This design comes from an exercise in tuning for small area on the open sky130 flow, not from production work. The RTL was checked by simulation tests, not by an equivalence proof against the original design. Power and IR drop assume default switching activity. The flow treats the clock pin as an ideal source, which a real chip does not have.

==> design.v <==
package output_collector_pkg;
    localparam int LANES       = 3;
    localparam int ACC_WIDTH   = 32;
    localparam int COORD_WIDTH = 32;
    typedef struct packed {
        logic [COORD_WIDTH-1:0]                x;
        logic [COORD_WIDTH-1:0]                y;
        logic [COORD_WIDTH-1:0]                ch;
        logic [LANES-1:0]                      lane_mask;
        logic [LANES-1:0][ACC_WIDTH-1:0]       data;
    } beat_t;
    typedef enum logic [1:0] {
        ST_IDLE = 2'd0,
        ST_EMIT = 2'd1,
        ST_DONE = 2'd2
    } state_t;
endpackage
module output_collector #(
    parameter int FEATURE_MAP_WIDTH  = 4,
    parameter int FEATURE_MAP_HEIGHT = 4,
    parameter int OUTPUT_NB_CHANNELS = 6,
    parameter int OUT_WIDTH          = 16,
    parameter int FIFO_DEPTH         = 8
) (
    input  logic                       clk,
    input  logic                       arst_n_in,
    input  logic                       output_valid,
    input  logic [31:0]                output_x,
    input  logic [31:0]                output_y,
    input  logic [31:0]                output_ch,
    input  logic [95:0]                ods_data,
    output logic                       almost_full,
    output logic                       overflow,
    output logic                       host_valid,
    input  logic                       host_ready,
    output logic [OUT_WIDTH-1:0]       host_data,
    output logic [31:0]                host_x,
    output logic [31:0]                host_y,
    output logic [31:0]                host_ch,
    output logic                       frame_done
);
    localparam int FRAME_WORDS = FEATURE_MAP_WIDTH * FEATURE_MAP_HEIGHT * OUTPUT_NB_CHANNELS;
    function automatic logic [15:0] sat16(input logic [31:0] v);
        if (v[31] == 1'b0 && v[30:15] != 16'h0000) begin
            sat16 = 16'h7FFF;
        end else if (v[31] == 1'b1 && v[30:15] != 16'hFFFF) begin
            sat16 = 16'h8000;
        end else begin
            sat16 = v[15:0];
        end
    endfunction
    logic [31:0] mem_x  [8];
    logic [31:0] mem_y  [8];
    logic [2:0]  mem_ch [8];
    logic [15:0] mem_d0 [8];
    logic [15:0] mem_d1 [8];
    logic [15:0] mem_d2 [8];
    logic [7:0] rd_oh_q;      
    logic [2:0] wr_ptr_q;
    logic [3:0] count_q;
    logic       hv_q;         
    logic       fd_q;         
    logic [1:0] lane_q;       
    logic [6:0] wcnt_q;
    logic       ovf_q;
    logic       push_req, full, empty, do_push, pop, take, last_lane, frame_end;
    logic [3:0] count_d;
    logic [7:0] rd_sel;
    logic [31:0] head_x, head_y;
    logic [2:0]  head_ch;
    logic [15:0] head_d0, head_d1, head_d2;
    assign push_req  = output_valid && (output_ch < 32'd6);
    assign full      = count_q[3];
    assign empty     = (count_q == 4'd0);
    assign last_lane = (lane_q == 2'd2) || ({1'b0, head_ch} + {2'b0, lane_q} == 4'd5);
    assign frame_end = (wcnt_q == 7'(FRAME_WORDS - 1));
    assign take      = hv_q && host_ready;
    assign pop       = take && last_lane;
    assign do_push   = push_req && (!full || pop);
    assign count_d   = count_q + 4'(do_push) - 4'(pop);
    always_ff @(posedge clk) begin
        if (do_push) begin
            mem_x[wr_ptr_q]  <= output_x;
            mem_y[wr_ptr_q]  <= output_y;
            mem_ch[wr_ptr_q] <= output_ch[2:0];
            mem_d0[wr_ptr_q] <= sat16(ods_data[31:0]);
            mem_d1[wr_ptr_q] <= sat16(ods_data[63:32]);
            mem_d2[wr_ptr_q] <= sat16(ods_data[95:64]);
        end
    end
    always_ff @(posedge clk) begin
        if (!arst_n_in) begin
            rd_oh_q  <= 8'd1;
            wr_ptr_q <= '0;
        end else begin
            if (pop)     rd_oh_q  <= {rd_oh_q[6:0], rd_oh_q[7]};
            if (do_push) wr_ptr_q <= wr_ptr_q + 3'd1;
        end
    end
    always_ff @(posedge clk) begin
        if (!arst_n_in) begin
            count_q <= '0;
            hv_q    <= 1'b0;
            fd_q    <= 1'b0;
            lane_q  <= '0;
            wcnt_q  <= '0;
            ovf_q   <= 1'b0;
        end else begin
            count_q <= count_d;
            if (push_req && full && !pop) ovf_q <= 1'b1;
            fd_q <= take && frame_end;
            if (take) begin
                lane_q <= last_lane ? 2'd0 : lane_q + 2'd1;
                wcnt_q <= frame_end ? 7'd0 : wcnt_q + 7'd1;
                hv_q   <= !frame_end && (!last_lane || count_d != 4'd0);
            end else if (!hv_q) begin
                hv_q <= !empty;
            end
        end
    end
    always_comb begin
        head_x = '0; head_y = '0; head_ch = '0;
        head_d0 = '0; head_d1 = '0; head_d2 = '0;
        for (int i = 0; i < 8; i++) begin
            rd_sel[i] = rd_oh_q[i];
            head_x  = head_x  | ({32{rd_sel[i]}} & mem_x[i]);
            head_y  = head_y  | ({32{rd_sel[i]}} & mem_y[i]);
            head_ch = head_ch | ({3{rd_sel[i]}}  & mem_ch[i]);
            head_d0 = head_d0 | ({16{rd_sel[i]}} & mem_d0[i]);
            head_d1 = head_d1 | ({16{rd_sel[i]}} & mem_d1[i]);
            head_d2 = head_d2 | ({16{rd_sel[i]}} & mem_d2[i]);
        end
    end
    always_comb begin
        case (lane_q)
            2'd0:    host_data = head_d0;
            2'd1:    host_data = head_d1;
            default: host_data = head_d2;
        endcase
    end
    assign host_x      = head_x;
    assign host_y      = head_y;
    assign host_ch     = {29'd0, head_ch + {1'b0, lane_q}};
    assign host_valid  = hv_q;
    assign frame_done  = fd_q;
    assign overflow    = ovf_q;
    assign almost_full = (count_q >= 4'd6);
endmodule
==> flow/run.sh <==
#!/bin/bash
set -euo pipefail
cd "$(dirname "$0")/.."
CTS="-sink_clustering_enable -repair_clock_nets -dont_use_dummy_load -sink_clustering_size 30 -sink_clustering_max_diameter 100 -buf_list sky130_fd_sc_hd__buf_12 -tree_buf sky130_fd_sc_hd__clkbuf_2 -root_buf sky130_fd_sc_hd__clkbuf_4"
bash standard.sh "BUFFER_PORTS_ARGS=-buffer_cell sky130_fd_sc_hd__buf_1" "CTS_ARGS=$CTS" finish > standard.log 2>&1
==> standard.sh <==
#!/bin/bash
# synth_recipe.tcl (not shown) runs the flow's synth.tcl, then flattens the netlist and writes it again
# the make line also repeats each setting of config.mk as NAME=value (left out here)
make -C /OpenROAD-flow-scripts/flow DESIGN_CONFIG=/design/flow/config.mk WORK_HOME=/design/flow/orfs CLKGATE_MAP_FILE= SYNTH_SCRIPT=/design/flow/synth_recipe.tcl "${@:-finish}"
==> config.mk <==
export PLATFORM = sky130hd
export DESIGN_NAME = output_collector
export DESIGN_NICKNAME = output_collector
export VERILOG_FILES = /design/flow/design.v
export SDC_FILE = /design/flow/constraint.sdc
export NUM_CORES = 4
export LEC_CHECK = 0
export CAP_MARGIN = 20
export CORE_MARGIN = 2
export CORE_UTILIZATION = 75
export SLEW_MARGIN = 20
==> constraint.sdc <==
create_clock -name core_clock -period 7.0 [get_ports {clk}]
set_input_delay 1.4000 -clock core_clock [delete_from_list [all_inputs] [get_ports {clk}]]
set_output_delay 1.4000 -clock core_clock [all_outputs]
set_load 0.01 [all_outputs]
==> metrics.md, run 1 <==
| Metric | Value |
|---|---|
| Status | complete, no violations |
| DR DRC count | 0 |
| #FFs+latches synth | 947 |
| Syn Area/Cell | 18.2 µm² |
| Clk root buf | clkbuf_4 |
| Area of the mapped netlist | 0.0348 mm² |
| Max Buffers Root-to-Sink | 3 |
| Grt total ovfl | 0 |
| Worst slew pin tran | 1.12 ns |
| CP Launch Type | register |
| Post-synth EDFFs | 920 |
| Area of the multi-input gates | 0.00611 mm² |
| Initial antenna violation count | 9 |
| Hold WS | 0.486 ns |
| Largest net degree at the start of global routing | 116 |
| Hold_buf cts | 0 |
| Post-Syn Instances | 1916 |
| Die height | 219 µm |
| CTS Buf Count | 37 |
| Post-synthesis sequential area ratio | 80.9% |
| Row count | 78 |
| Maxcap violations | 0 |
| First-pass GRT wire length | 120 mm |
| Synthesis Warnings | 1 |
| Register area | 0.0282 mm² |
| Number of global-route vias before repair | 20000 |
| # placed instances | 2703 |
| Power density over the cells | 238 mW/mm² |
| GPL Wtd Cong | 0.803 |
| Period minus WS final | 5.15 ns |
| Reg clk slew, reported paths | 0.12 ns |
| Vias per inst | 7.29 |
| DP HPWL | 43.5 mm |
| Total Power | 8.87 mW |
| DRT antenna net count | 0 |
| Drt wl/cell | 29.5 µm |
| Final net count | 2353 |
| Leakage | 10.7 nW |
| 1st-pass router iterations | 5 |
| # clock sinks | 947 |
| GR Layer Usage met1 | 47.4% |
| Worst min path class | register to register |
| Worst EP arrival | 3.75 ns |
| Peak supply drop | 0.000240 V |
| RSZ-0062 raised after global routing | no |
| Layout area overhead | 6.87% |
| Dpl ws | 1.95 ns |
| Buffers on Ports | 282 |
| Filler cells | 2251 |
| IO Count | 312 |
| Max-slew headroom | 25.2% |
| Die width | 219 µm |
| Die Footprint | 0.0481 mm² |
| Starting DRC count in detailed routing | 2689 |
| Final WL | 81.2 mm |
| Fmax | 0.194 GHz |
| Gr usage total | 34.3% |
| Grt met2 use | 56.1% |
| Max Clock Skew | 0.0761 ns |
| Final setup fails | 0 |
| Worst-Skew Late Latency | 0.90 ns |
| Final setup margin | 1.85 ns |
| Post-synth top flop | edfxtp_1 |
| Most Used Layer, Global Route | met2 |
| GR Util met3 | 6.47% |
| Count of different cell masters after synthesis | 46 |
| Via count | 20000 |
| Post-CTS Setup Bufs | 0 |
| Slew Limit Fails | 0 |
| Crit. End Element | output port |
| Ys async rst share | 0% |
| WP data required | 5.60 ns |
| Final cell count without fillers | 2748 |
| Post-CTS Resized | 0 |
| Max FO, Critical Path | 17 |
| Layout cells sized above 1 | 4.44% |
| Initial Util | 76.4% |
| CORE AREA | 0.0456 mm² |
| CTS tree | yes |
| Final hold viol count | 0 |
| Setup CP Type | register to output port |
| Clock H-tree levels | 2 |
| Period utilisation layout | 73.6% |
==> kinds of logic (layout without fill, tap and decap cells) <==
group / Yosys count / in the layout / share of synthesized area, %
AOI/OAI and AO/OA: 570 / 570 / 12.4
and+or+nand+nor: 197 / 197 / 3.48
adders and majority gates: 15 / 15 / 0.582
other: 1 / 37 / 0.0108
muxes: 6 / 6 / 0.176
buffers and inverters: 171 / 367 / 2.19
DFF: 947 / 947 / 80.9
xor gates and xnor gates: 9 / 9 / 0.226
==> per-layer routing <==
| metal | up-vias | wire length, µm | share of wire [%] |
|---|---|---|---|
| li1 | 8410 | - | - |
| met1 | 10200 | 29700 | 37 |
| met2 | 1274 | 40600 | 50 |
| met3 | 190 | 8350 | 10 |
| met4 | 8 | 2470 | 3.0 |
| met5 | - | 57 | 0.070 |
==> metrics by stage <==
| stage | cell area, µm² | setup TNS (ns) | utilization [%] |
|---|---|---|---|
| 3_3_place_gp | 36500 | 0 | 80.1 |
| 4_1_cts | 37200 | 0 | 81.6 |
| 3_5_place_dp | 36500 | 0 | 80.1 |
| 6_report | 37200 | 0 | 81.6 |
| 2_1_floorplan | 35000 | -182.27 | - |
| 5_1_grt | 37200 | 0 | 81.6 |
==> critical path: stages, from the launching register on <==
cell and delay (ns):
dfxtp_1 0.36, inv_1 0.14, ha_1 0.85, or2_1 0.83
a41oi_1 0.25, a221o_1 0.34, buf_1 0.13
==> path summary, 6_finish.rpt <==
kind / start / end / slack [ns] / depth (start not counted)
worst min register to register: ovf_q / ovf_q / 0.49 / 1
worst max register to register: rd_oh_q[6] / hv_q / 1.92 / 17
worst min-delay path: ovf_q / ovf_q / 0.49 / 1
worst max-delay path: lane_q[1] / host_data[9] / 1.85 / 6
==> Yosys cell counts (2+ instances only) <==
library cell	n	area share (%)
a22oi_1	460	9.9
inv_1	15	0.16
edfxtp_1	920	79
fa_1	2	0.12
o41ai_1	3	0.076
dfxtp_1	27	1.6
o21a_1	46	0.99
a21oi_1	11	0.16
xnor2_1	7	0.18
nand3_1	11	0.16
nor4_1	21	0.38
clkbuf_1	106	1.1
a311oi_1	2	0.050
xor2_1	2	0.050
nor3_1	5	0.072
nor4b_2	2	0.086
nor2_1	9	0.097
nand4_1	115	2.1
buf_2	2	0.029
nor4b_1	3	0.076
o21ai_1	9	0.13
buf_4	29	0.63
ha_1	13	0.47
nand2_1	15	0.16
and2_1	4	0.072
nand2b_1	3	0.054
a221o_1	16	0.46
mux2i_1	5	0.14
a41oi_1	19	0.48
buf_1	18	0.19
==> sequential cells by signal, summed over array words and instances, names as in the netlist <==
signal    count
count_q       4
fd_q          1
hv_q          1
lane_q        2
mem_ch       24
mem_d0      128
mem_d1      128
mem_d2      128
mem_x       256
mem_y       256
ovf_q         1
rd_oh_q       8
wcnt_q        7
wr_ptr_q      3
==> final cells by class <==
class | count | share of cell area, %
Antenna cell | 8 | 0.0538
Clock buffer | 37 | 1.82
Timing Repair Buffer | 315 | 3.71
Sequential cell | 947 | 75.8
Multi-Input combinational cell | 826 | 16.4
Inverter | 15 | 0.151
Tap cell | 600 | 2.02
==> cell usage in the layout, fill, tap and decap left out, types with 16 or more instances in the layout <==
cell type,Yosys,layout
dfxtp_1,27,19
buf_1,18,282
buf_4,29,27
nand4_1,115,115
a221o_1,16,16
conb_1,1,29
nor4_1,21,17
a22oi_1,460,460
buf_12,0,38
a41oi_1,19,18
edfxtp_1,920,920
o21a_1,46,46
==> report_power, final <==
group,switching (mW),internal [mW],leakage [nW]
sequential,0.0116,6.22,8.49
clock,1.53,0.736,0.324
combinational,0.260,0.114,1.87
==> run 2: changes to the inputs <==
--- a/config.mk
+++ b/config.mk
@@ -7,5 +7,5 @@
 export LEC_CHECK = 0
 export CAP_MARGIN = 20
 export CORE_MARGIN = 2
-export CORE_UTILIZATION = 75
+export CORE_UTILIZATION = 60
 export SLEW_MARGIN = 20
==> run 2 against run 1 <==
  * Worst hold slack lost 0.0038 ns
  * Critical path type unchanged
  * Sequential share of layout area shrank 0.66 points
  * Combinational power up 1%
  * Largest cell class unchanged
  * Flip-flop and latch count unchanged
  * Clock skew down 0.0024 ns
  * Count of clock-buffer cells in the layout up 1
  * Design area grew 0.88%
  * Total power up 0.89%
  * Critical path depth unchanged
  * Clock power grew 3%
  * Register-to-register slack got worse by 0.15 ns
  * Synthesized area stayed put
  * Still clean on timing, DRC and antenna
  * Highest routed layer unchanged
==> metrics.md, run 2 <==
| Metric | Value |
|---|---|
| Status | complete, no violations |
| Initial antenna violation count | 8 (-1) |
| Clk root buf | clkbuf_4 |
| Hold_buf cts | 0 (unchanged) |
| Gr usage total | 27.9% (-6.4 points) |
| Layout cells sized above 1 | 4.93% (+0.49 points) |
| WP data required | 5.60 ns (about the same) |
| Worst path max stage delay | 0.91 ns (+0.06 ns) |
| Period utilisation layout | 75.9% (+2.3 points) |
| Final net count | 2363 (+0.42%) |
| DR DRC count | 0 (unchanged) |
| CP Launch Type | register |
| Critical Path Source | lane_q[1] |
| Clock H-tree levels | 2 (unchanged) |
| Max Buffers Root-to-Sink | 3 (unchanged) |
| Post-CTS Setup Bufs | 0 (unchanged) |
| Grt total ovfl | 0 (unchanged) |
| Post-synth top cells | 920 x edfxtp_1, 460 x a22oi_1, 115 x nand4_1, 106 x clkbuf_1, 46 x o21a_1 |
| RSZ-0062 raised after global routing | no |
| Area leader, netlist | edfxtp_1 |
| Vias per inst | 6.70 (-8.0%) |
| # clock sinks | 947 (unchanged) |
| 1st-pass router iterations | 6 (+1) |
| Ys async rst share | 0% (unchanged) |
| Final Util | 65.3% (-16 points) |
| Fmax | 0.188 GHz (-3.1%) |
| Final hold viol count | 0 (unchanged) |
| CP max-delay cell | ha_1 |
| Drt wl/cell | 28.9 µm (-2.3%) |
| Worst EP arrival | 3.91 ns (+0.16 ns) |
| Row count | 88 (+13%) |
| Slew Limit Fails | 0 (unchanged) |
| Worst slew pin tran | 1.18 ns (+0.0547 ns) |
| Post-synth top flop | edfxtp_1 |
| Max FO, Critical Path | 17 (unchanged) |
| Final WL | 84.3 mm (+3.8%) |
| Buffers on Ports | 282 (unchanged) |
| Reg clk slew, reported paths | 0.09 ns (-0.03 ns) |
| Post-Syn Instances | 1916 (unchanged) |
| Die width | 245 µm (+12%) |
| Hold path startpoint | ovf_q |
| Setup TNS | 0 ns (unchanged) |
| Setup CP Type | register to output port |
| Die height | 245 µm (+12%) |
| Initial Util | 60.6% (-16 points) |
| Reg2reg start | rd_oh_q[3] |
| Peak supply drop | 0.000194 V (-19%) |
| Biggest regs | mem_x (256), mem_y (256) |
| First-pass GRT wire length | 124 mm (+3.1%) |
| Final cell count without fillers | 2919 (+6.2%) |
| Commonest non-fill, non-tap cell in the layout | edfxtp_1 |
| Number of global-route vias before repair | 19200 (-3.7%) |
| Most numerous cell in the Yosys netlist | edfxtp_1 |
| Via count | 19600 (-2.3%) |
| CORE AREA | 0.0575 mm² (+26%) |
| CTS Buf Count | 38 (+2.7%) |
| Max-slew headroom | 21.5% (-3.6 points) |
| # placed instances | 2877 (+6.4%) |
| Critical path cell sequence | inv_1 -> ha_1 -> or2_1 -> a41oi_1 -> a221o_1 -> buf_1 |
| Synth top area share | 79.4% (unchanged) |
| Total Power | 8.95 mW (+0.89%) |
| Syn Area/Cell | 18.2 µm² (unchanged) |
| GPL Wtd Cong | 0.800 (-0.36%) |
| Worst min path class | register to register |
| Post-synthesis sequential area ratio | 80.9% (unchanged) |
| Synth area leaders | edfxtp_1 79%, a22oi_1 9.9%, nand4_1 2.1% |
| Flop pwr share | 69.7% (-0.5 points) |
| Largest net degree at the start of global routing | 99 (-15%) |
| Starting DRC count in detailed routing | 1853 (-31%) |
| Crit. End Element | output port |
| Maxcap violations | 0 (unchanged) |
| Area of the mapped netlist | 0.0348 mm² (unchanged) |
| Net load switching power | 1.86 mW (+3.2%) |
| Max Clock Skew | 0.0737 ns (-0.00239 ns) |
| DP HPWL | 45.4 mm (+4.3%) |
| Area of placed instances | 0.0368 mm² (+0.87%) |
| Worst-Skew Late Latency | 0.92 ns (+0.02 ns) |
| Sw Share | 20.8% (+0.46 points) |
| Final setup fails | 0 (unchanged) |
| Power density over the cells | 238 mW/mm² (about the same) |
| DRT antenna net count | 0 (unchanged) |
| Clk pwr share | 26.1% (+0.5 points) |
| Combinational power share | 4.2% (about the same) |
| CTS tree | yes |
| IO Count | 312 (unchanged) |
| Layout area overhead | 7.82% |
| Leakage | 10.8 nW (+0.64%) |
| Die Footprint | 0.0600 mm² (+25%) |
| Post-CTS Resized | 0 (unchanged) |
| Period minus WS final | 5.31 ns (+0.163 ns) |
| Internal | 7.09 mW (+0.31%) |
| Post-synth EDFFs | 920 (unchanged) |
| Synthesis Warnings | 1 (unchanged) |
| Most frequent cells in the layout | 920 x edfxtp_1, 460 x a22oi_1, 282 x buf_1, 115 x nand4_1, 46 x o21a_1 |
| Fin area | 0.0375 mm² (+0.88%) |
| Count of different cell masters after synthesis | 46 (unchanged) |
| #FFs+latches synth | 947 (unchanged) |
[run 2: cell counts after synthesis]
No cell type changed its count.
[run 2: path summary, 6_finish.rpt]
check,endpoint,slack [ns],cells after the start
setup / recovery,host_data[9],1.69,6
setup reg to reg,mem_y[7][24],1.77,11
hold / removal,ovf_q,0.48,1
hold reg to reg,ovf_q,0.48,1
[run 2: logic make-up after synthesis]
family	Yosys count	share of synthesized area [%]
and+or+nand+nor	197	3.48
xor gates and xnor gates	9	0.226
muxes	6	0.176
DFF	947	80.9
other	1	0.0108
AOI/OAI and AO/OA	570	12.4
buffers and inverters	171	2.19
adders and majority gates	15	0.582
[run 2: stage by stage]
step / hold slack (ns) / setup WS [ns]
2_1_floorplan: 0.445 / -0.793
3_3_place_gp: 0.455 / 1.88
3_5_place_dp: 0.460 / 1.76
4_1_cts: 0.484 / 1.59
5_1_grt: 0.510 / 1.53
6_report: 0.482 / 1.69
[run 2: per-layer routing]
layer	up-vias	track usage (%)	part of all wire [%]
li1	8426	-	-
met1	10200	40.2	41
met2	863	46.7	50
met3	83	3.86	7.8
met4	8	4.77	1.4
met5	-	0	0.065
[run 2: power groups by stage]
stage	Sequential (mW)	Clock [mW]	Combinational (mW)
after floorplan	6.36	0	0.195
after global placement	6.36	0	0.368
after detailed placement	6.36	0	0.379
after CTS	6.23	2.38	0.380
after global routing	6.23	2.56	0.410
final	6.23	2.34	0.378
[run 2: final cells by class]
cell class | count | area (µm²)
inverters | 15 | 56.3
multi-input cells | 826 | 6120
well taps | 765 | 957
fillers | 4062 | 19900
repair buffers | 324 | 1490
clock buffers | 38 | 698
diodes | 4 | 10.0
flip-flops and latches | 947 | 28200
[run 2: critical path, delay by kind of cell (launching register included)]
family	cells	cell delay [ns]
buffers and inverters	2	0.28
DFF	1	0.35
AOI/OAI and AO/OA	2	0.64
adders and majority gates	1	0.91
and+or+nand+nor	1	0.86
==> run 3: changes to the inputs <==
==> flow/run.sh (replaced) <==
#!/bin/bash
set -euo pipefail
cd "$(dirname "$0")/.."
export FLOW_FLOW_DIR="$PWD/flow"
CTS="-sink_clustering_enable -repair_clock_nets -dont_use_dummy_load -sink_clustering_size 28 -sink_clustering_max_diameter 100 -buf_list sky130_fd_sc_hd__buf_12 -tree_buf sky130_fd_sc_hd__clkbuf_2 -root_buf sky130_fd_sc_hd__clkbuf_4"
bash standard.sh "SYNTH_SCRIPT=$FLOW_FLOW_DIR/synth.tcl" \
  "BUFFER_PORTS_ARGS=-buffer_cell sky130_fd_sc_hd__buf_1" "CTS_ARGS=$CTS" finish > standard.log 2>&1
==> flow/abc_area.script (new file) <==
strash
dc2
dch
amap -A 8 -F 4
==> flow/synth.tcl (new file) <==
# The standard synthesis script (synth_recipe.tcl), with one change: ABC
# maps the combinational logic with the area-oriented script abc_area.script
# in this folder instead of ORFS's speed script. Flip-flops are mapped before
# ABC runs, so the registers, their names and cell types are the standard ones.
proc synth {args} { yosys synth -nofsm -noshare {*}$args }
proc abc {args} {
  set i [lsearch -exact $args -script]
  if {$i >= 0} { lset args [expr {$i + 1}] $::env(FLOW_FLOW_DIR)/abc_area.script }
  yosys abc {*}$args
}
source $::env(SCRIPTS_DIR)/synth.tcl
# left out here: clear keep_hierarchy, flatten, clean up, hide names made inside functions, write 1_2_yosys.v
--- a/config.mk
+++ b/config.mk
@@ -7,5 +7,5 @@
 export LEC_CHECK = 0
 export CAP_MARGIN = 20
 export CORE_MARGIN = 2
-export CORE_UTILIZATION = 60
+export CORE_UTILIZATION = 55
 export SLEW_MARGIN = 20
==> run 3 against run 2 <==
  * Critical endpoint is now host_data[13]
  * Worst setup slack got worse by 0.097 ns
  * First-iteration DRC count increased by 36%
  * Combinational power increased by 32%
  * Die area increased by 5.9%
  * Still clean on timing, DRC and antenna
  * Synthesized area decreased by 2.8%
  * Routed wire length decreased by 2.1%
  * Count of clock-buffer cells in the layout increased by 1
  * Non-clock buffer count decreased by 4
  * Flip-flop and latch count unchanged
  * Via count decreased by 2.5%
  * Global-route usage decreased by 1.8 points
  * Final cell count decreased by 1.8%
==> metrics.md, run 3 <==
| Metric | Value |
|---|---|
| Count of different cell masters after synthesis | 43 (-6.5%) |
| Crit-path most repeated cell | clkinv_1 |
| Slew Limit Fails | 0 (unchanged) |
| Net load switching power | 1.95 mW (+4.8%) |
| Worst min path class | register to register |
| Gr usage total | 26.1% (-1.8 points) |
| Clk pwr share | 25.9% (-0.2 points) |
| RSZ-0062 raised after global routing | no |
| WP data required | 5.60 ns (about the same) |
| Worst Hold Path Cells | 2 (+1) |
| Combinational power share | 5.5% (+1.3 points) |
| Period minus WS final | 5.41 ns (+0.0974 ns) |
| Drt wl/cell | 28.8 µm (-0.35%) |
| Reg clk slew, reported paths | 0.12 ns (+0.03 ns) |
| Synth top area share | 81.7% (+2.3 points) |
| Final cell count without fillers | 2867 (-1.8%) |
| Worst slew pin tran | 1.05 ns (-0.130 ns) |
| Worst Hold End | ovf_q |
| Reg2reg end | mem_x[1][10] |
| CTS tree | yes |
| Max-slew headroom | 30.2% (+8.7 points) |
| Dpl ws | 2.09 ns (+0.332 ns) |
| Die width | 252 µm (+2.9%) |
| Status | complete, no violations |
| Grt total ovfl | 0 (unchanged) |
| Internal | 7.15 mW (+0.83%) |
| CP max-delay cell | clkinv_1 |
| Filler cells | 4472 (+10%) |
| Post-synth top flop | edfxtp_1 |
| Area of the mapped netlist | 0.0338 mm² (-2.8%) |
| # clock sinks | 947 (unchanged) |
| Max FO, Critical Path | 13 (-4) |
| Via count | 19100 (-2.5%) |
| 1st-pass router iterations | 9 (+3) |
| Synthesis Warnings | 1 (unchanged) |
| Row count | 90 (+2.3%) |
| CTS Buf Count | 39 (+2.6%) |
| Most numerous cell in the Yosys netlist | edfxtp_1 |
| Critical Path Source | lane_q[1] |
| Ys async rst share | 0% (unchanged) |
| Max Buffers Root-to-Sink | 3 (unchanged) |
| First-pass GRT wire length | 123 mm (-1.0%) |
| IO Count | 312 (unchanged) |
| CORE AREA | 0.0606 mm² (+5.4%) |
| Leakage | 10.8 nW (+0.85%) |
| DRT antenna net count | 0 (unchanged) |
| Final net count | 2294 (-2.9%) |
| Final setup fails | 0 (unchanged) |
| Final setup margin | 1.59 ns (-0.0974 ns) |
| Post-CTS Setup Bufs | 0 (unchanged) |
| Post-Syn Instances | 1726 (-9.9%) |
| Worst R2R Setup Slack | 2.13 ns (+0.36 ns) |
| Post-synthesis sequential area ratio | 83.3% (+2.3 points) |
| Maxcap violations | 0 (unchanged) |
| Final WL | 82.5 mm (-2.1%) |
| # placed instances | 2823 (-1.9%) |
| #FFs+latches synth | 947 (unchanged) |
| Starting DRC count in detailed routing | 2515 (+36%) |
| Sw Share | 21.4% (+0.64 points) |
| Fmax | 0.185 GHz (-1.8%) |
| Worst-Skew Late Latency | 0.90 ns (-0.02 ns) |
| Worst EP arrival | 4.01 ns (+0.10 ns) |
| Buffers on Ports | 282 (unchanged) |
| GPL Wtd Cong | 0.752 (-6.0%) |
| Critical path cell sequence | clkinv_1 -> ha_1 -> nor2_1 -> clkinv_1 -> a31oi_1 -> a21oi_1 -> o21ai_0 -> buf_1 |
| Final Util | 61.1% (-4.2 points) |
| Biggest regs | mem_x (256), mem_y (256) |
| Setup TNS | 0 ns (unchanged) |
| Peak supply drop | 0.000180 V (-7.5%) |
| Clock H-tree levels | 2 (unchanged) |
| CP bufs+invs | 3 (+1) |
| Worst path max stage delay | 0.71 ns (-0.20 ns) |
| Commonest non-fill, non-tap cell in the layout | edfxtp_1 |
| Most frequent cells in the layout | 920 x edfxtp_1, 282 x buf_1, 192 x a222oi_1, 140 x a22oi_1, 68 x nand3_1 |
| Flop pwr share | 68.7% (-1.0 points) |
| CP Launch Type | register |
| Number of global-route vias before repair | 18800 (-2.4%) |
| Setup CP Type | register to output port |
| Final hold viol count | 0 (unchanged) |
| Reg2reg start | rd_oh_q[4] |
| Syn Area/Cell | 19.6 µm² (+7.9%) |
| Hold_buf cts | 0 (unchanged) |
| Max Clock Skew | 0.0848 ns (+0.0111 ns) |
| CP delay by family, top | buffers and inverters |
| Initial antenna violation count | 4 (-4) |
| Hold path startpoint | ovf_q |
| Reg2Reg Depth | 13 (+2) |
| Layout area overhead | 9.46% |
| Synth area leaders | edfxtp_1 82%, a222oi_1 5.7%, a22oi_1 3.1% |
| Post-CTS Resized | 0 (unchanged) |
| Post-synth top cells | 920 x edfxtp_1, 192 x a222oi_1, 140 x a22oi_1, 68 x nand3_1, 56 x nand2_1 |
| Hold WS | 0.502 ns (+0.0207 ns) |
| Die height | 252 µm (+2.9%) |
| Largest net degree at the start of global routing | 89 (-10%) |
| Die Footprint | 0.0635 mm² (+5.9%) |
| Layout cells sized above 1 | 4.76% (-0.17 points) |
| DR DRC count | 0 (unchanged) |
| Post-synth EDFFs | 920 (unchanged) |
| Vias per inst | 6.66 (-0.70%) |
| Power density over the cells | 246 mW/mm² (+3.0%) |
| DP HPWL | 42.5 mm (-6.5%) |
| Period utilisation layout | 77.3% (+1.4 points) |
| Clk root buf | clkbuf_4 |
| Initial Util | 55.8% (-4.7 points) |
| Crit. End Element | output port |
| Area leader, netlist | edfxtp_1 |
==> run 3: cell count changes in the layout (fill, tap and decap cells not counted), sizes merged, moves of 12 or more <==
| cell | before | now |
|---|---|---|
| inv | 15 | 0 |
| nand4 | 115 | 40 |
| nor4 | 23 | 9 |
| a222oi | 0 | 192 |
| a22oi | 460 | 140 |
| nand2 | 15 | 56 |
| a41oi | 19 | 7 |
| a221oi | 0 | 14 |
| clkinv | 0 | 33 |
| a21oi | 11 | 29 |
| nand3 | 11 | 68 |
| a221o | 16 | 0 |
==> run 3: metal layers <==
metal / GRT usage, % / up-vias / part of all wire, %
met5: 0 / - / 0
met4: 4.87 / 0 / 1.2
met3: 3.65 / 66 / 8.8
met2: 42.5 / 931 / 49
met1: 38.5 / 9826 / 41
li1: - / 8265 / -
==> run 3: power by group through the flow <==
stage	registers [mW]	logic, mW	clock network (mW)
final	6.24	0.499	2.35
after global routing	6.25	0.550	2.58
after CTS	6.24	0.503	2.40
after detailed placement	6.37	0.501	0
after global placement	6.37	0.492	0
after floorplan	6.38	0.232	0
==> run 3: logic make-up (layout without fill, tap and decap cells) <==
kind of cell,count (synthesis),in the layout,synth area share (%)
flip-flops,947,947,83.3
AND/OR/NAND/NOR,223,223,3.34
other,1,33,0.0111
AO/OA/AOI/OAI,475,475,11.8
buffers and inverters,65,392,1.04
adder cells (fa/ha/maj),15,15,0.599
==> run 3: worst min-delay path: cells and delay by family, from the launching register on <==
family          cells  cell delay [ns]
simple gates        1             0.07
flops               1             0.36
compound gates      1             0.05
==> run 3: area by class of cell <==
cell class	instances	area (µm²)	share of cell area [%]
flip-flops and latches	947	28200	76.1
multi-input cells	742	5560	15.0
repair buffers	320	1450	3.91
well taps	782	978	2.64
clock buffers	39	718	1.94
inverters	33	124	0.334
diodes	4	10.0	0.0270
==> run 3: worst max path at each step <==
stage                     cells past startpoint  slack, ns            end
final                                         8       1.59  host_data[13]
after global routing                          8       1.37  host_data[13]
after CTS                                     8       1.60   host_data[4]
after detailed placement                     13       2.09   mem_x[1][29]
after global placement                        9       2.16    mem_x[1][9]
after floorplan                              13       0.10   mem_ch[5][0]
==> run 3: per-stage QoR <==
stage / area [µm²] / power (mW)
floorplan: 34100 / 6.62
global placement: 36300 / 6.86
detailed placement: 36300 / 6.87
CTS: 37000 / 9.15
global route: 37000 / 9.37
finish: 37000 / 9.09
==> run 4: changes to the inputs <==
--- a/config.mk
+++ b/config.mk
@@ -7,5 +7,5 @@
 export LEC_CHECK = 0
 export CAP_MARGIN = 20
 export CORE_MARGIN = 2
-export CORE_UTILIZATION = 55
+export CORE_UTILIZATION = 70
 export SLEW_MARGIN = 20
==> run 4 against run 3 <==
  * Still clean
  * Count of clock-buffer cells in the layout did not move
  * Fmax fell by 4.8%
  * Design area fell by 0.53%
  * Synthesized area did not move
  * Clock skew fell by 0.040 ns
  * Register-to-register slack got worse by 0.43 ns
  * Utilization rose by 16 points
  * Global-route usage rose by 6.0 points
  * Die area fell by 21%
  * Largest power group unchanged
  * Highest routed layer is now met5
==> metrics.md, run 4 <==
| Metric | Value |
|---|---|
| # clock sinks | 947 (unchanged) |
| CORE AREA | 0.0477 mm² (-21%) |
| Period minus WS final | 5.68 ns (+0.274 ns) |
| Final cell count without fillers | 2705 (-5.7%) |
| Clk pwr share | 25.6% (-0.3 points) |
| Area leader, netlist | edfxtp_1 |
| Ys async rst share | 0% (unchanged) |
| Clock H-tree levels | 2 (unchanged) |
| Synth area leaders | edfxtp_1 82%, a222oi_1 5.7%, a22oi_1 3.1% |
| Worst EP arrival | 4.28 ns (+0.27 ns) |
| Maxcap violations | 0 (unchanged) |
| Flop pwr share | 69.0% (+0.3 points) |
| Critical Path End | host_data[10] |
| Post-synth top flop | edfxtp_1 |
| Die width | 224 µm (-11%) |
| Max Clock Skew | 0.0447 ns (-0.0401 ns) |
| 1st-pass router iterations | 11 (+2) |
| Max Buffers Root-to-Sink | 3 (unchanged) |
| Worst min path class | register to register |
| Syn Area/Cell | 19.6 µm² (unchanged) |
| Worst-Skew Late Latency | 0.92 ns (+0.02 ns) |
| Die height | 224 µm (-11%) |
| Gr usage total | 32.1% (+6.0 points) |
| Worst path max stage delay | 0.71 ns (about the same) |
| Combinational power share | 5.4% (about the same) |
| GR Util met3 | 5.21% (+1.6 points) |
| Slew Limit Fails | 0 (unchanged) |
| Max-slew headroom | 23.6% (-6.5 points) |
| Area of the mapped netlist | 0.0338 mm² (unchanged) |
| Initial antenna violation count | 6 (+2) |
| Row count | 80 (-11%) |
| #FFs+latches synth | 947 (unchanged) |
| Final setup fails | 0 (unchanged) |
| Layout area overhead | 8.89% |
| Via count | 19500 (+2.0%) |
| Layout cells sized above 1 | 4.80% (+0.046 points) |
| Net load switching power | 1.92 mW (-1.3%) |
| Initial Util | 70.9% (+15 points) |
| DRT antenna net count | 0 (unchanged) |
| Setup TNS | 0 ns (unchanged) |
| Vias per inst | 7.20 (+8.1%) |
| Leakage | 10.8 nW (about the same) |
| Setup CP Type | register to output port |
| Internal | 7.14 mW (about the same) |
| Critical path cell sequence | clkinv_1 -> ha_1 -> nor2_1 -> clkinv_1 -> a31oi_1 -> a21oi_1 -> o21ai_0 -> buf_1 |
| Grt met2 use | 52.0% (+9.5 points) |
| Count of different cell masters after synthesis | 43 (unchanged) |
| Sw Share | 21.2% (-0.23 points) |
| Status | complete, no violations |
| Reg clk slew, reported paths | 0.10 ns (-0.02 ns) |
| Reg2Reg Depth | 14 (+1) |
| Power density over the cells | 246 mW/mm² (+0.23%) |
| DR DRC count | 0 (unchanged) |
| Post-CTS Resized | 0 (unchanged) |
| Post-CTS Setup Bufs | 0 (unchanged) |
| Commonest non-fill, non-tap cell in the layout | edfxtp_1 |
| Most numerous cell in the Yosys netlist | edfxtp_1 |
| Synth top area share | 81.7% (unchanged) |
| DP HPWL | 42.7 mm (+0.45%) |
| Peak supply drop | 0.000260 V (+45%) |
| IO Count | 312 (unchanged) |
| WP data required | 5.60 ns (about the same) |
| Post-Syn Instances | 1726 (unchanged) |
| # placed instances | 2658 (-5.8%) |
| Post-synth EDFFs | 920 (unchanged) |
| GR Layer Usage met1 | 46.1% (+7.7 points) |
| Reg2reg end | mem_y[6][11] |
| Hold_buf cts | 0 (unchanged) |
| Worst R2R Setup Slack | 1.70 ns (-0.43 ns) |
| Post-synth top cells | 920 x edfxtp_1, 192 x a222oi_1, 140 x a22oi_1, 68 x nand3_1, 56 x nand2_1 |
| Total Power | 9.07 mW (-0.30%) |
| Critical Path Source | lane_q[1] |
| Crit-path most repeated cell | clkinv_1 |
| Largest net degree at the start of global routing | 116 (+30%) |
| Buffers on Ports | 282 (unchanged) |
| Area of placed instances | 0.0361 mm² (-0.53%) |
| First-pass GRT wire length | 118 mm (-4.1%) |
| GPL Wtd Cong | 0.785 (+4.4%) |
| CP Launch Type | register |
| Drt wl/cell | 29.5 µm (+2.6%) |
| Final net count | 2295 (+0.044%) |
| Worst slew pin tran | 1.15 ns (+0.0980 ns) |
| Post-synthesis sequential area ratio | 83.3% (unchanged) |
| Period utilisation layout | 81.2% (+3.9 points) |
| Max FO, Critical Path | 13 (unchanged) |
| Final WL | 79.9 mm (-3.2%) |
| CTS tree | yes |
| Crit. End Element | output port |
| Fmax | 0.176 GHz (-4.8%) |
| RSZ-0062 raised after global routing | no |
| Final setup margin | 1.32 ns (-0.274 ns) |
| Synthesis Warnings | 1 (unchanged) |
| CTS Buf Count | 39 (unchanged) |
| Dpl ws | 1.86 ns (-0.236 ns) |
| Grt total ovfl | 0 (unchanged) |
| Starting DRC count in detailed routing | 3162 (+26%) |
| Number of global-route vias before repair | 19100 (+1.6%) |
| Clk root buf | clkbuf_4 |
| Die Footprint | 0.0501 mm² (-21%) |
| Most Used Layer, Global Route | met2 |
| Final hold viol count | 0 (unchanged) |
| Fin area | 0.0368 mm² (-0.53%) |
| Biggest regs | mem_x (256), mem_y (256) |
| Reg2reg start | rd_oh_q[2] |
| CP max-delay cell | clkinv_1 |
| Most frequent cells in the layout | 920 x edfxtp_1, 282 x buf_1, 192 x a222oi_1, 140 x a22oi_1, 68 x nand3_1 |
## run 4: cell count changes in the layout (fill, tap and decap cells not counted), sizes merged
cell / previous run / this run
buf: 354 / 355
diode: 4 / 8
## run 4: how the worst min path moves through the flow
stage | from | end | depth (start not counted) | slack, ns
2_1_floorplan | wr_ptr_q[0] | wr_ptr_q[0] | 2 | 0.45
3_3_place_gp | ovf_q | ovf_q | 2 | 0.46
3_5_place_dp | ovf_q | ovf_q | 2 | 0.47
4_1_cts | ovf_q | ovf_q | 2 | 0.49
5_1_grt | wr_ptr_q[0] | wr_ptr_q[0] | 2 | 0.51
6_report | ovf_q | ovf_q | 2 | 0.49
## run 4: layout make-up
cell class	count	area, µm²
Antenna cell	8	20.0
Clock buffer	39	718
Fill cell	2692	10900
Inverter	33	124
Multi-Input combinational cell	742	5560
Sequential cell	947	28200
Tap cell	615	769
Timing Repair Buffer	321	1450
## run 4: through the flow
stage	hold WS, ns	utilization (%)
final	0.487	77.2
after detailed placement	0.467	75.6
after global placement	0.456	75.6
after global routing	0.507	77.1
after floorplan	0.447	-
after CTS	0.491	77.1
## run 4: power by group through the flow
stage	clock, mW	sequential (mW)	combinational [mW]
2_1_floorplan	0	6.38	0.232
3_3_place_gp	0	6.38	0.470
3_5_place_dp	0	6.38	0.484
4_1_cts	2.35	6.25	0.487
5_1_grt	2.51	6.26	0.529
6_report	2.32	6.26	0.490
## run 4: critical path, delay by kind of cell (launching register included)
kind	cells	cell delay [ns]
DFF	1	0.42
buffers and inverters	3	1.08
AOI/OAI and AO/OA	3	0.72
adders and majority gates	1	0.58
and+or+nand+nor	1	0.59
## run 4: kinds of logic after synthesis
kind of cell	synth area share, %
flip-flops	83.3
AO/OA/AOI/OAI	11.8
AND/OR/NAND/NOR	3.34
buffers and inverters	1.04
adder cells (fa/ha/maj)	0.599
other	0.0111
## run 4: metal layers
layer  up-vias  share of wire (%)
li1       8269                  -
met1      9806                 38
met2      1271                 49
met3       123                 11
met4         2                2.7
met5         -              0.016
==> run 5: changes to the inputs <==
--- a/config.mk
+++ b/config.mk
@@ -5,7 +5,7 @@
 export SDC_FILE = /design/flow/constraint.sdc
 export NUM_CORES = 4
 export LEC_CHECK = 0
-export CAP_MARGIN = 20
+export CAP_MARGIN = 5
 export CORE_MARGIN = 2
 export CORE_UTILIZATION = 70
-export SLEW_MARGIN = 20
+export SLEW_MARGIN = 5
==> run 5 against run 4 <==
  * Still clean
  * Utilization did not move
  * Total power did not move
  * Flip-flop and latch count did not move
  * Clock power barely moved
  * Clock skew did not move
  * Via count did not move
  * Sequential power barely moved
  * Worst hold slack did not move
  * Design area did not move
  * Fmax did not move
  * Critical path type unchanged
  * Largest cell class unchanged
==> metrics.md, run 5 <==
| Metric | Value |
|---|---|
| Status | complete, no violations |
| Via count | 19500 (unchanged) |
| Total Power | 9.07 mW (unchanged) |
| CP Launch Type | register |
| #FFs+latches synth | 947 (unchanged) |
| Largest family of logic cells by synthesized area | compound AO/OA/AOI/OAI gates |
| DP HPWL | 42.7 mm (unchanged) |
| Post-CTS Resized | 0 (unchanged) |
| Vias per inst | 7.20 (unchanged) |
| Post-synth EDFFs | 920 (unchanged) |
| Gr usage total | 32.1% (unchanged) |
| Synth top area share | 81.7% (unchanged) |
| Period utilisation layout | 81.2% (unchanged) |
| Number of global-route vias before repair | 19100 (unchanged) |
| Hold WS | 0.487 ns (unchanged) |
| Final net count | 2295 (unchanged) |
| Biggest regs | mem_x (256), mem_y (256) |
| Initial antenna violation count | 6 (unchanged) |
| Filler cells | 2692 (unchanged) |
| Layout cells sized above 1 | 4.80% (unchanged) |
| Fmax | 0.176 GHz (unchanged) |
| Area of the mapped netlist | 0.0338 mm² (unchanged) |
| Drt wl/cell | 29.5 µm (unchanged) |
| Leakage | 10.8 nW (unchanged) |
| Clk root buf | clkbuf_4 |
| XOR/XNOR Fraction of Synth Area | 0% (unchanged) |
| Maxcap violations | 0 (unchanged) |
| CP bufs+invs | 3 (unchanged) |
| WP data required | 5.60 ns (about the same) |
| Hold_buf cts | 0 (unchanged) |
| IO Count | 312 (unchanged) |
| Max Buffers Root-to-Sink | 3 (unchanged) |
| CP delay by family, top | buffers and inverters |
| Peak supply drop | 0.000260 V (unchanged) |
| RSZ-0062 raised after global routing | no |
| CTS tree | yes |
| GPL Wtd Cong | 0.785 (unchanged) |
| Synthesis Warnings | 1 (unchanged) |
| Worst Hold Path Cells | 2 (unchanged) |
| Starting DRC count in detailed routing | 3162 (unchanged) |
| Count of different cell masters after synthesis | 43 (unchanged) |
| Slew Limit Fails | 0 (unchanged) |
| Final cell count without fillers | 2705 (unchanged) |
| Setup CP Type | register to output port |
| 1st-pass router iterations | 11 (unchanged) |
| Final hold viol count | 0 (unchanged) |
| CP max-delay cell | clkinv_1 |
| Most frequent cells in the layout | 920 x edfxtp_1, 282 x buf_1, 192 x a222oi_1, 140 x a22oi_1, 68 x nand3_1 |
| Die width | 224 µm (unchanged) |
| Critical path cell sequence | clkinv_1 -> ha_1 -> nor2_1 -> clkinv_1 -> a31oi_1 -> a21oi_1 -> o21ai_0 -> buf_1 |
| Syn Area/Cell | 19.6 µm² (unchanged) |
| Post-synth top flop | edfxtp_1 |
| Levels on crit path | 8 (unchanged) |
| Row count | 80 (unchanged) |
| Max FO, Critical Path | 13 (unchanged) |
| Worst EP arrival | 4.28 ns (about the same) |
| Power density over the cells | 246 mW/mm² (unchanged) |
| Max-slew headroom | 23.6% (unchanged) |
| DRT antenna net count | 0 (unchanged) |
| # placed instances | 2658 (unchanged) |
| Ys async rst share | 0% (unchanged) |
| Setup TNS | 0 ns (unchanged) |
| Post-synthesis sequential area ratio | 83.3% (unchanged) |
| Adder-Cell Fraction of Synth Area | 0.599% (unchanged) |
| Period minus WS final | 5.68 ns (unchanged) |
| Area leader, netlist | edfxtp_1 |
| Worst path max stage delay | 0.71 ns (about the same) |
| Worst slew pin tran | 1.15 ns (unchanged) |
| Die Footprint | 0.0501 mm² (unchanged) |
| Synth Area in Compound Gates | 11.8% (unchanged) |
| Die height | 224 µm (unchanged) |
| Reg clk slew, reported paths | 0.10 ns (about the same) |
| Post-synth top cells | 920 x edfxtp_1, 192 x a222oi_1, 140 x a22oi_1, 68 x nand3_1, 56 x nand2_1 |
| Grt total ovfl | 0 (unchanged) |
| Most numerous cell in the Yosys netlist | edfxtp_1 |
| Worst-Skew Late Latency | 0.92 ns (about the same) |
| Synth area leaders | edfxtp_1 82%, a222oi_1 5.7%, a22oi_1 3.1% |
| First-pass GRT wire length | 118 mm (unchanged) |
| Max Clock Skew | 0.0447 ns (unchanged) |
| Worst min path class | register to register |
| Commonest non-fill, non-tap cell in the layout | edfxtp_1 |
| Post-Syn Instances | 1726 (unchanged) |
| Synth Area in Simple Gates | 3.34% (unchanged) |
| DR DRC count | 0 (unchanged) |
| Final WL | 79.9 mm (unchanged) |
| Final setup fails | 0 (unchanged) |
| Largest net degree at the start of global routing | 116 (unchanged) |
| Crit. End Element | output port |
| CORE AREA | 0.0477 mm² (unchanged) |
| Clock H-tree levels | 2 (unchanged) |
| Buffers on Ports | 282 (unchanged) |
| Mux share of post-synthesis cell area | 0% (unchanged) |
| Post-CTS Setup Bufs | 0 (unchanged) |
| Reg2Reg Depth | 14 (unchanged) |
| Initial Util | 70.9% (unchanged) |
| Crit-path most repeated cell | clkinv_1 |
| Layout area overhead | 8.89% (unchanged) |
| # clock sinks | 947 (unchanged) |
| CTS Buf Count | 39 (unchanged) |
-- run 5: cell counts after synthesis --
No cell type changed its count.
-- run 5: cell families after synthesis --
logic type      count (synthesis)
simple gates                  223
flops                         947
other cells                     1
fa+ha+maj                      15
buf+inv                        65
compound gates                475
-- run 5: final cells by class --
| type | count | area, µm² | share of cell area (%) |
|---|---|---|---|
| antenna | 8 | 20.0 | 0.0543 |
| clock buffer | 39 | 718 | 1.95 |
| inverter | 33 | 124 | 0.336 |
| multi-input combinational | 742 | 5560 | 15.1 |
| sequential | 947 | 28200 | 76.5 |
| tap | 615 | 769 | 2.09 |
| timing repair buffer | 321 | 1450 | 3.94 |
-- run 5: through the flow --
step                      area (µm²)  worst slack (ns)  utilization [%]
final                          36800              1.32             77.2
after global routing           36800              1.26             77.1
after CTS                      36800              1.40             77.1
after detailed placement       36100              1.86             75.6
after global placement         36100              2.06             75.6
after floorplan                34100             0.103                -
-- run 5: tightest hold or removal path: stages, from the launching register on --
cell and delay, ns:
dfxtp_1 0.35, a31oi_1 0.04, nor2_1 0.07
-- run 5: layer usage --
metal  share of wire (%)  up-vias  track usage [%]
met4                 2.7        2             10.0
met2                  49     1271             52.0
met1                  38     9806             46.1
li1                    -     8269                -
met3                  11      123             5.21
met5               0.016        -                0
-- run 5: path summary, 6_finish.rpt --
check        slack [ns]             to       start
max                1.32  host_data[10]   lane_q[1]
max reg2reg        1.70   mem_y[6][11]  rd_oh_q[2]
min reg2reg        0.49          ovf_q       ovf_q
min                0.49          ovf_q       ovf_q
-- run 5: report_power, final --
group	internal, mW	switching, mW	leakage (nW)
clock	0.779	1.54	0.343
sequential	6.22	0.0386	8.39
combinational	0.150	0.340	2.11
total	7.14	1.92	10.8
==> run 6: changes to the inputs <==
--- a/design.v
+++ b/design.v
@@ -55,8 +55,7 @@
     logic [15:0] mem_d0 [8];
     logic [15:0] mem_d1 [8];
     logic [15:0] mem_d2 [8];
-    logic [7:0] rd_oh_q;      
-    logic [2:0] wr_ptr_q;
+    logic [2:0] rd_ptr_q;
     logic [3:0] count_q;
     logic       hv_q;         
     logic       fd_q;         
@@ -64,6 +63,7 @@
     logic [6:0] wcnt_q;
     logic       ovf_q;
     logic       push_req, full, empty, do_push, pop, take, last_lane, frame_end;
+    logic [2:0] wr_ptr;
     logic [3:0] count_d;
     logic [7:0] rd_sel;
     logic [31:0] head_x, head_y;
@@ -72,6 +72,7 @@
     assign push_req  = output_valid && (output_ch < 32'd6);
     assign full      = count_q[3];
     assign empty     = (count_q == 4'd0);
+    assign wr_ptr    = rd_ptr_q + count_q[2:0];
     assign last_lane = (lane_q == 2'd2) || ({1'b0, head_ch} + {2'b0, lane_q} == 4'd5);
     assign frame_end = (wcnt_q == 7'(FRAME_WORDS - 1));
     assign take      = hv_q && host_ready;
@@ -80,21 +81,19 @@
     assign count_d   = count_q + 4'(do_push) - 4'(pop);
     always_ff @(posedge clk) begin
         if (do_push) begin
-            mem_x[wr_ptr_q]  <= output_x;
-            mem_y[wr_ptr_q]  <= output_y;
-            mem_ch[wr_ptr_q] <= output_ch[2:0];
-            mem_d0[wr_ptr_q] <= sat16(ods_data[31:0]);
-            mem_d1[wr_ptr_q] <= sat16(ods_data[63:32]);
-            mem_d2[wr_ptr_q] <= sat16(ods_data[95:64]);
+            mem_x[wr_ptr]  <= output_x;
+            mem_y[wr_ptr]  <= output_y;
+            mem_ch[wr_ptr] <= output_ch[2:0];
+            mem_d0[wr_ptr] <= sat16(ods_data[31:0]);
+            mem_d1[wr_ptr] <= sat16(ods_data[63:32]);
+            mem_d2[wr_ptr] <= sat16(ods_data[95:64]);
         end
     end
     always_ff @(posedge clk) begin
         if (!arst_n_in) begin
-            rd_oh_q  <= 8'd1;
-            wr_ptr_q <= '0;
-        end else begin
-            if (pop)     rd_oh_q  <= {rd_oh_q[6:0], rd_oh_q[7]};
-            if (do_push) wr_ptr_q <= wr_ptr_q + 3'd1;
+            rd_ptr_q <= '0;
+        end else if (pop) begin
+            rd_ptr_q <= rd_ptr_q + 3'd1;
         end
     end
     always_ff @(posedge clk) begin
@@ -122,7 +121,7 @@
         head_x = '0; head_y = '0; head_ch = '0;
         head_d0 = '0; head_d1 = '0; head_d2 = '0;
         for (int i = 0; i < 8; i++) begin
-            rd_sel[i] = rd_oh_q[i];
+            rd_sel[i] = (rd_ptr_q == 3'(i));
             head_x  = head_x  | ({32{rd_sel[i]}} & mem_x[i]);
             head_y  = head_y  | ({32{rd_sel[i]}} & mem_y[i]);
             head_ch = head_ch | ({3{rd_sel[i]}}  & mem_ch[i]);
--- a/config.mk
+++ b/config.mk
@@ -5,7 +5,7 @@
 export SDC_FILE = /design/flow/constraint.sdc
 export NUM_CORES = 4
 export LEC_CHECK = 0
-export CAP_MARGIN = 5
+export CAP_MARGIN = 20
 export CORE_MARGIN = 2
-export CORE_UTILIZATION = 70
-export SLEW_MARGIN = 5
+export CORE_UTILIZATION = 60
+export SLEW_MARGIN = 20
==> run 6 against run 5 <==
  * Design area is essentially flat
  * Combinational power shrank 5.1%
  * Worst setup slack worse by 0.27 ns
  * Global-route usage down 4.2 points
  * Critical path depth unchanged
  * Worst hold slack better by 0.0088 ns
  * Synthesized area is 0.69% lower
  * Clock skew is 0.085 ns higher
  * Sequential power fell by 1%
  * Largest cell class unchanged
  * Highest routed layer unchanged
==> metrics.md, run 6 <==
| Metric | Value |
|---|---|
| First-pass GRT wire length | 118 mm (+0.32%) |
| CP Launch Type | register |
| Gr usage total | 27.9% (-4.2 points) |
| Biggest regs | mem_x (256), mem_y (256) |
| Filler cells | 3793 (+41%) |
| Sw Share | 21.0% (-0.14 points) |
| Via count | 18900 (-2.9%) |
| Leakage | 11.0 nW (+1.1%) |
| GPL Wtd Cong | 0.786 (+0.14%) |
| CORE AREA | 0.0552 mm² (+16%) |
| Peak supply drop | 0.000206 V (-21%) |
| Clk pwr share | 26.0% (+0.4 points) |
| Period utilisation layout | 85.0% (+3.8 points) |
| Synth Area in Compound Gates | 11.9% (+0.17 points) |
| # placed instances | 2740 (+3.1%) |
| DP HPWL | 41.9 mm (-1.8%) |
| Max Clock Skew | 0.130 ns (+0.0848 ns) |
| Commonest non-fill, non-tap cell in the layout | edfxtp_1 |
| Setup TNS | 0 ns (unchanged) |
| Largest net degree at the start of global routing | 116 (unchanged) |
| Synth top area share | 82.2% (+0.57 points) |
| XOR/XNOR Fraction of Synth Area | 0% (unchanged) |
| Count of different cell masters after synthesis | 40 (-7.0%) |
| DRT antenna net count | 0 (unchanged) |
| Clk root buf | clkbuf_4 |
| Final setup margin | 1.05 ns (-0.265 ns) |
| Net load switching power | 1.89 mW (-1.7%) |
| Most frequent cells in the layout | 920 x edfxtp_1, 282 x buf_1, 229 x a222oi_1, 109 x a22oi_1, 82 x nand3_1 |
| Final setup fails | 0 (unchanged) |
| Number of global-route vias before repair | 18800 (-1.4%) |
| Hold_buf cts | 0 (unchanged) |
| Die width | 241 µm (+7.5%) |
| Worst min path class | register to register |
| #FFs+latches synth | 939 (-0.84%) |
| Flop pwr share | 68.9% (about the same) |
| CP delay by family, top | buffers and inverters |
| Post-synth EDFFs | 920 (unchanged) |
| Worst-Skew Late Latency | 0.95 ns (+0.03 ns) |
| Vias per inst | 6.79 (-5.7%) |
| Synthesis Warnings | 1 (unchanged) |
| CTS Buf Count | 39 (unchanged) |
| Synth area leaders | edfxtp_1 82%, a222oi_1 6.8%, a22oi_1 2.4% |
| Power density over the cells | 244 mW/mm² (-1.0%) |
| CP max-delay cell | buf_4 |
| Synth Area in Simple Gates | 2.86% (-0.48 points) |
| WP data required | 5.60 ns (about the same) |
| Post-CTS Resized | 0 (unchanged) |
| Post-synthesis sequential area ratio | 83.4% (+0.10 points) |
| Max-slew headroom | 26.9% (+3.2 points) |
| Combinational power share | 5.2% (-0.2 points) |
| Worst slew pin tran | 1.10 ns (-0.0484 ns) |
| Clock H-tree levels | 2 (unchanged) |
| Adder-Cell Fraction of Synth Area | 0.886% (+0.29 points) |
| Internal | 7.08 mW (-0.85%) |
| Crit. End Element | output port |
| Row count | 86 (+7.5%) |
| Syn Area/Cell | 20.0 µm² (+2.3%) |
| DR DRC count | 0 (unchanged) |
| Dpl ws | 1.40 ns (-0.460 ns) |
| Hold WS | 0.496 ns (+0.00876 ns) |
| Final hold viol count | 0 (unchanged) |
| Worst path max stage delay | 0.94 ns (+0.23 ns) |
| CTS tree | yes |
| Final net count | 2252 (-1.9%) |
| Post-synth top cells | 920 x edfxtp_1, 229 x a222oi_1, 109 x a22oi_1, 82 x nand3_1, 45 x o21a_1 |
| Reg clk slew, reported paths | 0.11 ns (about the same) |
| Post-Syn Instances | 1676 (-2.9%) |
| Initial antenna violation count | 3 (-3) |
| Max FO, Critical Path | 70 (+57) |
| Most numerous cell in the Yosys netlist | edfxtp_1 |
| Ys async rst share | 0% (unchanged) |
| Initial Util | 60.9% (-10 points) |
| Critical path cell sequence | clkinv_1 -> nor2_4 -> buf_4 -> a222oi_1 -> a31oi_1 -> a21oi_1 -> o21ai_0 -> buf_1 |
| Worst R2R Setup Slack | 1.39 ns (-0.31 ns) |
| Fmax | 0.168 GHz (-4.5%) |
| Die height | 241 µm (+7.5%) |
| Post-synth top flop | edfxtp_1 |
| # clock sinks | 939 (-0.84%) |
| Die Footprint | 0.0579 mm² (+16%) |
| Maxcap violations | 0 (unchanged) |
| Post-CTS Setup Bufs | 0 (unchanged) |
| Buffers on Ports | 282 (unchanged) |
| IO Count | 312 (unchanged) |
| Drt wl/cell | 29.0 µm (-1.6%) |
| Final Util | 66.7% (-10 points) |
| Max Buffers Root-to-Sink | 3 (unchanged) |
| Layout cells sized above 1 | 4.92% (+0.12 points) |
| Area of placed instances | 0.0361 mm² (about the same) |
| RSZ-0062 raised after global routing | no |
| Final WL | 80.9 mm (+1.3%) |
| Total Power | 8.97 mW (-1.0%) |
| Period minus WS final | 5.95 ns (+0.265 ns) |
| CP bufs+invs | 3 (unchanged) |
| Area leader, netlist | edfxtp_1 |
| Status | complete, no violations |
| Layout area overhead | 9.65% |
| Setup CP Type | register to output port |
| Final cell count without fillers | 2785 (+3.0%) |
| Mux share of post-synthesis cell area | 0% (unchanged) |
| Largest family of logic cells by synthesized area | compound AO/OA/AOI/OAI gates |
| Slew Limit Fails | 0 (unchanged) |
| Fin area | 0.0368 mm² (about the same) |
| Grt total ovfl | 0 (unchanged) |
| Starting DRC count in detailed routing | 2430 (-23%) |
| Worst EP arrival | 4.55 ns (+0.27 ns) |
| 1st-pass router iterations | 8 (-3) |
| Area of the mapped netlist | 0.0336 mm² (-0.69%) |
-- run 6: cell types whose count changed after synthesis, moves of 5 or more --
cell | previous run | this run
nand2_1 | 56 | 20
a221oi_1 | 14 | 9
clkinv_1 | 33 | 25
a21oi_1 | 29 | 21
ha_1 | 13 | 19
nand3_1 | 68 | 82
a31oi_1 | 9 | 24
a222oi_1 | 192 | 229
a22oi_1 | 140 | 109
nor2_1 | 17 | 27
dfxtp_1 | 27 | 19
nor3_1 | 13 | 5
nand4_1 | 40 | 11
-- run 6: final timing paths --
path | startpoint | end | cells past startpoint
worst min register to register | ovf_q | ovf_q | 2
worst max-delay path | rd_ptr_q[2] | host_data[13] | 8
worst min-delay path | ovf_q | ovf_q | 2
worst max register to register | rd_ptr_q[2] | mem_y[3][0] | 14
-- run 6: area by class of cell --
class	count	area, µm²	area share, %
clock buffer	39	718	1.95
inverter	25	93.8	0.255
timing repair buffer	321	1520	4.12
multi-input combinational	708	5560	15.1
tap	748	936	2.54
antenna	5	12.5	0.0340
sequential	939	28000	76.0
-- run 6: kinds of logic (layout without fill, tap and decap cells) --
| kind of cell | after synthesis | after routing |
|---|---|---|
| buf+inv | 57 | 385 |
| simple gates | 187 | 187 |
| fa+ha+maj | 22 | 22 |
| compound gates | 470 | 470 |
| other cells | 1 | 34 |
| flops | 939 | 939 |
-- run 6: worst reg2reg max path: stages, from the launching register on --
cell      delay, ns
dfxtp_1        0.62
clkinv_1       0.43
nor2_4         0.61
a222oi_1       0.19
nand3_1        0.15
ha_1           0.19
clkinv_1       0.10
fa_1           0.43
o21ai_0        0.26
a41oi_1        0.17
nor2_1         0.41
o21ai_0        0.26
nand2b_1       0.39
nor2_4         0.65
buf_4          0.45
-- run 6: power groups by stage --
stage	registers, mW	logic (mW)	clock network (mW)
after global placement	6.31	0.452	0
after detailed placement	6.31	0.463	0
after floorplan	6.31	0.231	0
final	6.18	0.465	2.33
after global routing	6.18	0.506	2.54
after CTS	6.18	0.464	2.37
-- run 6: metal layers --
layer / vias to the layer above / GRT usage [%] / routed length (µm)
li1: 8139 / - / -
met2: 925 / 47.0 / 40400
met5: - / 0 / 13
met4: 2 / 7.30 / 1770
met3: 100 / 3.55 / 6980
met1: 9748 / 39.1 / 31800

[afterwards: timing with drivers on the ports]
No port has a modelled driver above. Below, the same layouts with a new extraction and two added sets of constraints.
Step 1 sets driving cells, clkbuf_16 on the clock port and buf_2 on the other inputs (assumed; they add their load-dependent delay and slew).
Step 2 moves the port delays by t, midway between the first and last clock arrival at a register: inputs arrive t later, outputs are due t later. That takes back most of the time a late clock gives input paths.
Slacks: ideal ports / drivers / drivers and shift; pairs: ideal ports / drivers.
run | shift t [ns] | setup WS [ns] | worst hold slack (ns) | pins driven straight from the clock port
run 1 | 0.918 | 1.851 / 1.793 / 1.916 | 0.486 / 0.486 / 0.486 | 1
run 2 | 0.939 | 1.688 / 1.625 / 1.769 | 0.482 / 0.482 / 0.482 | 1
run 3 | 0.913 | 1.591 / 1.532 / 2.134 | 0.502 / 0.502 / 0.502 | 1
run 4 | 0.947 | 1.317 / 1.260 / 1.703 | 0.487 / 0.487 / 0.487 | 1
run 5 | 0.947 | 1.317 / 1.260 / 1.703 | 0.487 / 0.487 / 0.487 | 1
run 6 | 0.948 | 1.052 / 0.993 / 1.387 | 0.496 / 0.496 / 0.496 | 1
After both steps setup and hold are still met in every run listed.
